Background: an optimization exercise with open tools, aiming at small area. Do not read the settings as production practice. Function was checked by simulation only, so behaviour that the tests miss may differ from the original. Power is estimated from default activity; no workload was simulated. The flow treats the clock pin as an ideal source, which a real chip does not have.

Setup of red:
// ethernet_mac
module ethernet_mac
(
    input  logic         clk,
    input  logic         rst_n,
    input  logic [31:0]  tx_data,
    input  logic [6:0]   tx_len,
    input  logic         tx_req,
    output logic         tx_ack,
    output logic [31:0]  rx_data,
    output logic [6:0]   rx_len,
    output logic         rx_last,
    output logic         rx_req,
    input  logic         rx_ack,
    output logic [7:0]   gmii_tx_d,
    output logic         gmii_tx_en,
    input  logic [7:0]   gmii_rx_d,
    input  logic         gmii_rx_dv,
    input  logic         gmii_rx_er,
    output logic [31:0]  tx_frame_count,
    output logic [31:0]  rx_drop_count
);
Size: ~1300 flip-flops, ~170 I/O pins, roughly 39000 sq um of cells after synthesis.
==> module rx_frame_buffer, before the edit <==
module rx_frame_buffer
(
    input  logic         clk,
    input  logic         rst_n,
    input  logic         store_wr_en,
    input  logic         store_start,
    input  logic [1:0]   store_lane,
    input  logic [7:0]   store_wr_byte,
    input  logic         store_commit,
    input  logic [6:0]   store_commit_len,
    output logic         store_busy,
    output logic [31:0]  rx_data,
    output logic [6:0]   rx_len,
    output logic         rx_last,
    output logic         rx_req,
    input  logic         rx_ack
);
    localparam int ring_len = 17;
    logic [3:0][7:0] ring [ring_len];
    logic [3:0][7:0] tap [9];        
    logic [3:0][7:0] word;           
    logic [4:0]      next_pos;       
    logic [3:0]      words_left;     
    logic            busy;
    logic            advance;
    logic            load;
    logic [1:0]      last_lane;
    assign store_busy = busy;
    assign last_lane  = rx_len[1:0] - 2'd1;
    assign rx_last    = words_left == 4'd0;
    assign advance    = busy && !rx_req && !rx_ack && !rx_last;
    always_ff @(posedge clk) begin
        for (int p = 0; p < ring_len; p++) begin
            for (int j = 0; j < 4; j++) begin
                if (p == j && store_wr_en && store_lane == 2'(j)) begin
                    ring[p][j] <= store_wr_byte;
                end else begin
                    ring[p][j] <= ring[(p + ring_len - 1) % ring_len][j];
                end
            end
        end
    end
    always_ff @(posedge clk) begin
        if (store_start) begin
            next_pos <= 5'd0;
        end else if (store_commit || advance) begin
            next_pos <= (next_pos >= 5'd3) ? next_pos - 5'd3 : next_pos + 5'd14;
        end else begin
            next_pos <= (next_pos == 5'd16) ? 5'd0 : next_pos + 5'd1;
        end
    end
    for (genvar t = 0; t < 9; t++) begin : g_tap
        assign tap[t] = ring[2 * t];
    end
    assign load = !next_pos[0] && (!busy || !rx_req || rx_ack);
    always_ff @(posedge clk) begin
        if (load) begin
            word <= tap[next_pos[4:1]];
        end
    end
    always_comb begin
        rx_data = word;
        for (int b = 0; b < 4; b++) begin
            if (rx_last && 2'(b) > last_lane) begin
                rx_data[8 * b +: 8] = 8'h00;
            end
        end
    end
    always_ff @(posedge clk) begin
        if (store_commit) begin
            words_left <= 4'((store_commit_len - 7'd1) >> 2);
            rx_len     <= store_commit_len;
        end else if (advance) begin
            words_left <= words_left - 4'd1;
        end
    end
    always_ff @(posedge clk or negedge rst_n) begin
        if (!rst_n) begin
            busy   <= 1'b0;
            rx_req <= 1'b0;
        end else if (store_commit) begin
            busy   <= 1'b1;
            rx_req <= 1'b1;
        end else if (rx_req && rx_ack) begin
            rx_req <= 1'b0;
        end else if (busy && !rx_req && !rx_ack) begin
            if (rx_last) begin
                busy <= 1'b0;
            end else begin
                rx_req <= 1'b1;
            end
        end
    end
endmodule
clock: 8.0 ns
lec_check: 0
cap_margin: 20
core_margin: 2
core_utilization: 40
cts_buf_list: sky130_fd_sc_hd__clkbuf_16
cts_cluster_diameter: 60
cts_cluster_size: 30
slew_margin: 20
standard.sh (not shown) runs the stock make flow with config.mk's settings and CLKGATE_MAP_FILE= SYNTH_SCRIPT=/design/flow/synth_recipe.tcl, a recipe that flattens the netlist after the stock synthesis.
==> flow/flow/run.sh <==
#!/bin/bash
# Standard layout with two changes: ports buffered with the smallest buffer,
# and clock tree synthesis without dummy loads.
set -euo pipefail
bash standard.sh \
  "BUFFER_PORTS_ARGS=-buffer_cell sky130_fd_sc_hd__buf_1" \
  "CTS_ARGS=-sink_clustering_enable -repair_clock_nets -dont_use_dummy_load -buf_list sky130_fd_sc_hd__clkbuf_16 -sink_clustering_size 30 -sink_clustering_max_diameter 60" \
  finish > flow.log 2>&1
Input changes introduced in blue (baseline for comparison: red):
diff --git a/flow/design.v b/flow/design.v
--- a/flow/design.v
+++ b/flow/design.v
@@ -288,16 +288,15 @@
     localparam int ring_len = 17;
     logic [3:0][7:0] ring [ring_len];
-    logic [3:0][7:0] tap [9];        
-    logic [3:0][7:0] word;           
-    logic [4:0]      next_pos;       
+    logic [4:0]      rd_pos;         
+    logic [4:0]      pos_inc;
     logic [3:0]      words_left;     
     logic            busy;
     logic            advance;
-    logic            load;
     logic [1:0]      last_lane;
+    logic [3:0][7:0] word;
     assign store_busy = busy;
     assign last_lane  = rx_len[1:0] - 2'd1;
     assign rx_last    = words_left == 4'd0;
-    assign advance    = busy && !rx_req && !rx_ack && !rx_last;
+    assign advance    = busy && !store_commit && !rx_req && !rx_ack && !rx_last;
     always_ff @(posedge clk) begin
         for (int p = 0; p < ring_len; p++) begin
@@ -311,30 +310,23 @@
         end
     end
+    assign pos_inc = (rd_pos == 5'd16) ? 5'd0 : rd_pos + 5'd1;
     always_ff @(posedge clk) begin
         if (store_start) begin
-            next_pos <= 5'd0;
-        end else if (store_commit || advance) begin
-            next_pos <= (next_pos >= 5'd3) ? next_pos - 5'd3 : next_pos + 5'd14;
+            rd_pos <= 5'd0;
+        end else if (advance) begin
+            rd_pos <= (rd_pos >= 5'd3) ? rd_pos - 5'd3 : rd_pos + 5'd14;
         end else begin
-            next_pos <= (next_pos == 5'd16) ? 5'd0 : next_pos + 5'd1;
-        end
-    end
-    for (genvar t = 0; t < 9; t++) begin : g_tap
-        assign tap[t] = ring[2 * t];
-    end
-    assign load = !next_pos[0] && (!busy || !rx_req || rx_ack);
-    always_ff @(posedge clk) begin
-        if (load) begin
-            word <= tap[next_pos[4:1]];
+            rd_pos <= pos_inc;
         end
     end
     always_comb begin
-        rx_data = word;
+        word = ring[rd_pos];
         for (int b = 0; b < 4; b++) begin
             if (rx_last && 2'(b) > last_lane) begin
-                rx_data[8 * b +: 8] = 8'h00;
+                word[b] = 8'h00;
             end
         end
     end
+    assign rx_data = word;
     always_ff @(posedge clk) begin
         if (store_commit) begin
Results
| via count of the routed design | blue vs red | 15% higher |
blue falls short of red in area of the mapped netlist.
First-iteration DRC count for blue: about 60% up relative to red
blue ends up with a met1 routing resource usage after global routing that is 2.9 points higher than in red.
Comparing red and blue, the higher synthesized netlist net count is on blue.
blue gives more cell area after placement than red did.
Compared with red, in blue final area now larger, synthesized cell count now larger.


## run D
ethernet_mac, a different RTL version from the one above (not shown whole).
Size in the first run: ~2300 cells after synthesis, roughly 1300 flip-flops, roughly 170 I/O pins, ~38000 um2 of cells after synthesis.
==> module rx_parser, before the edit <==
module rx_parser
(
    input  logic        clk,
    input  logic        rst_n,
    input  logic [7:0]  gmii_rx_d,
    input  logic        gmii_rx_dv,
    input  logic        gmii_rx_er,
    output logic        store_wr_en,      
    output logic        store_start,      
    output logic [1:0]  store_lane,
    output logic        store_commit,
    output logic [6:0]  store_commit_len,
    input  logic        store_busy,
    output logic [31:0] rx_drop_count
);
    localparam logic [1:0] st_idle     = 2'd0;
    localparam logic [1:0] st_preamble = 2'd1;
    localparam logic [1:0] st_frame    = 2'd2;    
    localparam logic [1:0] st_skip     = 2'd3;    
    logic [1:0]  state;
    logic [6:0]  cnt;           
    logic        accept;        
    logic        err_seen;
    logic        is_local;      
    logic        is_bcast;      
    logic        store_abort;
    logic        in_body;
    logic [31:0] crc;
    logic [31:0] crc_next;
    logic        len_ok;
    logic        frame_good;
    logic [7:0]  local_byte;
    assign in_body    = cnt >= 7'd14;
    assign len_ok     = cnt >= 7'd19 && cnt <= 7'd82;
    assign frame_good = accept && !err_seen && (is_local || is_bcast) && len_ok &&
                        crc == crc_residue;
    assign store_wr_en      = state == st_frame && in_body && accept && gmii_rx_dv;
    assign store_start      = store_wr_en && cnt == 7'd14;
    assign store_lane       = 2'(cnt + 7'd2);
    assign store_commit_len = cnt - 7'd18;
    crc32_engine u_crc (
        .crc      (crc),
        .x        (crc[7:0] ^ gmii_rx_d),
        .crc_next (crc_next)
    );
    always_ff @(posedge clk) begin
        crc <= (state == st_frame) ? crc_next : '1;
    end
    always_comb begin
        case (cnt[2:0])
            3'd0:    local_byte = 8'h02;
            3'd5:    local_byte = 8'h01;
            default: local_byte = 8'h00;
        endcase
    end
    always_ff @(posedge clk) begin
        if (state == st_preamble) begin
            if (!store_busy) begin
                cnt <= '0;
            end
            accept   <= !store_busy;
            err_seen <= gmii_rx_er;
            is_local <= 1'b1;
            is_bcast <= 1'b1;
        end else if (state == st_frame && gmii_rx_dv) begin
            if (accept && cnt != 7'h7F) begin
                cnt <= cnt + 7'd1;
            end
            err_seen <= err_seen | gmii_rx_er;
            if (cnt < 7'd6) begin
                is_local <= is_local && gmii_rx_d == local_byte;
                is_bcast <= is_bcast && gmii_rx_d == 8'hFF;
            end
        end
    end
    always_ff @(posedge clk or negedge rst_n) begin
        if (!rst_n) begin
            state         <= st_idle;
            store_commit  <= 1'b0;
            store_abort   <= 1'b0;
            rx_drop_count <= '0;
        end else begin
            store_commit <= 1'b0;
            store_abort  <= 1'b0;
            if (store_abort) begin
                rx_drop_count <= rx_drop_count + 32'd1;
            end
            case (state)
                st_idle: begin
                    if (gmii_rx_dv) begin
                        state <= (gmii_rx_d == preamble_byte) ? st_preamble : st_skip;
                    end
                end
                st_preamble: begin
                    if (!gmii_rx_dv) begin
                        state <= st_idle;
                    end else if (gmii_rx_d == sfd_byte) begin
                        state <= st_frame;
                    end else if (gmii_rx_d != preamble_byte) begin
                        state <= st_skip;
                    end
                end
                st_frame: begin
                    if (!gmii_rx_dv) begin
                        store_commit <= in_body && frame_good;
                        store_abort  <= !(in_body && frame_good);
                        state        <= st_idle;
                    end
                end
                default: begin
                    if (!gmii_rx_dv) begin
                        state <= st_idle;
                    end
                end
            endcase
        end
    end
endmodule
==> module rx_frame_buffer, before the edit <==
module rx_frame_buffer
(
    input  logic         clk,
    input  logic         rst_n,
    input  logic         store_wr_en,
    input  logic         store_start,
    input  logic [1:0]   store_lane,
    input  logic [7:0]   store_wr_byte,
    input  logic         store_commit,
    input  logic [6:0]   store_commit_len,
    output logic         store_busy,
    output logic [31:0]  rx_data,
    output logic [6:0]   rx_len,
    output logic         rx_last,
    output logic         rx_req,
    input  logic         rx_ack
);
    localparam int ring_len = 17;
    logic [3:0][7:0] ring [ring_len];
    logic [3:0][7:0] tap [9];        
    logic [3:0][7:0] word;           
    logic [4:0]      next_pos;       
    logic [3:0]      words_left;     
    logic            busy;
    logic            advance;
    logic            load;
    logic [1:0]      last_lane;
    assign store_busy = busy;
    assign last_lane  = rx_len[1:0] - 2'd1;
    assign rx_last    = words_left == 4'd0;
    assign advance    = busy && !rx_req && !rx_ack && !rx_last;
    always_ff @(posedge clk) begin
        for (int p = 0; p < ring_len; p++) begin
            for (int j = 0; j < 4; j++) begin
                if (p == j && store_wr_en && store_lane == 2'(j)) begin
                    ring[p][j] <= store_wr_byte;
                end else begin
                    ring[p][j] <= ring[(p + ring_len - 1) % ring_len][j];
                end
            end
        end
    end
    always_ff @(posedge clk) begin
        if (store_start) begin
            next_pos <= 5'd0;
        end else if (store_commit || advance) begin
            next_pos <= (next_pos >= 5'd3) ? next_pos - 5'd3 : next_pos + 5'd14;
        end else begin
            next_pos <= (next_pos == 5'd16) ? 5'd0 : next_pos + 5'd1;
        end
    end
    for (genvar t = 0; t < 9; t++) begin : g_tap
        assign tap[t] = ring[2 * t];
    end
    assign load = !next_pos[0] && (!busy || !rx_req || rx_ack);
    always_ff @(posedge clk) begin
        if (load) begin
            word <= tap[next_pos[4:1]];
        end
    end
    always_comb begin
        rx_data = word;
        for (int b = 0; b < 4; b++) begin
            if (rx_last && 2'(b) > last_lane) begin
                rx_data[8 * b +: 8] = 8'h00;
            end
        end
    end
    assign rx_len = store_commit_len;
    always_ff @(posedge clk) begin
        if (store_commit) begin
            words_left <= 4'((store_commit_len - 7'd1) >> 2);
        end else if (advance) begin
            words_left <= words_left - 4'd1;
        end
    end
    always_ff @(posedge clk or negedge rst_n) begin
        if (!rst_n) begin
            busy   <= 1'b0;
            rx_req <= 1'b0;
        end else if (store_commit) begin
            busy   <= 1'b1;
            rx_req <= 1'b1;
        end else if (rx_req && rx_ack) begin
            rx_req <= 1'b0;
        end else if (busy && !rx_req && !rx_ack) begin
            if (rx_last) begin
                busy <= 1'b0;
            end else begin
                rx_req <= 1'b1;
            end
        end
    end
endmodule
clock: 8.0 ns
lec_check: 0
cap_margin: 20
core_margin: 2
core_utilization: 60
place_density: 0.7
slew_margin: 20
==> flow/flow/run.sh <==
#!/bin/bash
# Standard layout with three changes:
#  - technology mapping with an area-oriented abc script (flow/abc_map.script)
#    in place of ORFS's abc_speed.script; the rest of the synthesis is unchanged
#  - ports buffered with the smallest buffer
#  - clock tree synthesis without dummy loads, with larger sink clusters
set -euo pipefail
rm -rf scripts
cp -r "$FLOW_HOME/scripts" scripts
cp flow/abc_map.script scripts/abc_speed.script
bash standard.sh \
  "SCRIPTS_DIR=$PWD/scripts" \
  "BUFFER_PORTS_ARGS=-buffer_cell sky130_fd_sc_hd__buf_1" \
  "CTS_ARGS=-sink_clustering_enable -repair_clock_nets -dont_use_dummy_load -buf_list sky130_fd_sc_hd__clkbuf_8 -sink_clustering_buffer sky130_fd_sc_hd__clkbuf_16 -sink_clustering_size 34 -sink_clustering_max_diameter 75" \
  finish > flow.log 2>&1
==> flow/flow/abc_map.script <==
&get -n
&st
&dc2
&dch
&nf -a -R 1000
&st
&dc2
&dch
&nf -a -R 1000
&put
topo
Changes in run B relative to run D:
--- a/flow/design.v
+++ b/flow/design.v
@@ -208,15 +208,13 @@
     end
     always_ff @(posedge clk) begin
         if (state == st_preamble) begin
-            if (!store_busy) begin
-                cnt <= '0;
-            end
+            cnt      <= '0;
             accept   <= !store_busy;
             err_seen <= gmii_rx_er;
             is_local <= 1'b1;
             is_bcast <= 1'b1;
         end else if (state == st_frame && gmii_rx_dv) begin
-            if (accept && cnt != 7'h7F) begin
+            if (cnt != 7'h7F) begin
                 cnt <= cnt + 7'd1;
             end
             err_seen <= err_seen | gmii_rx_er;
@@ -338,10 +336,10 @@
             end
         end
     end
-    assign rx_len = store_commit_len;
     always_ff @(posedge clk) begin
         if (store_commit) begin
             words_left <= 4'((store_commit_len - 7'd1) >> 2);
+            rx_len     <= store_commit_len;
         end else if (advance) begin
             words_left <= words_left - 4'd1;
         end
--- outcome ---
Run B and run D ended up with nearly the same proportion of synthesized flip-flops having asynchronous set or reset.
Compared with run D, sequential cell area in run B increased slightly.
Final period utilization, run B and run D, higher one = run B.
For chip height, run D and run B come out practically identical.
Summary of run B over run D: post-route minimum period has increased, ratio of total power to cell area has decreased, vias per cell has remained practically unchanged, clock skew has increased, layout overhead on the synthesized area has remained practically unchanged.

re-timing with driven ports:
The flow's constraints put no driver on any port. The routed layouts listed below were extracted and timed again, unchanged, in two steps. Step 1 (the two cells are an assumption about what drives the block):
set clk [get_ports {clk}]
set_driving_cell -lib_cell sky130_fd_sc_hd__clkbuf_16 $clk
set_driving_cell -lib_cell sky130_fd_sc_hd__buf_2 [delete_from_list [all_inputs] $clk]
Step 2 adds t to the input delays and takes it off the output delays; t is the mean of the earliest and latest rising clock arrival at the registers after step 1. Input paths then give back, and output paths get back, about the clock's delay inside the block. Slacks: ideal / step 1 / step 2; pairs: ideal / step 1.
run | t (ns) | setup WS [ns] | latest minus earliest clock arrival (ns) | slew at the worst register clock pin (ns)
red | 0.691 | 3.139 / 3.079 / 3.770 | 0.097 / 0.097 | 0.10 / 0.10
blue | 0.684 | 1.916 / 1.855 / 2.539 | 0.104 / 0.104 | 0.10 / 0.10
run D | 0.772 | 3.020 / 2.959 / 3.539 | 0.102 / 0.101 | 0.12 / 0.12
run B | 0.773 | 2.976 / 2.924 / 3.394 | 0.130 / 0.129 | 0.12 / 0.12
After both steps every run listed still meets setup and hold.
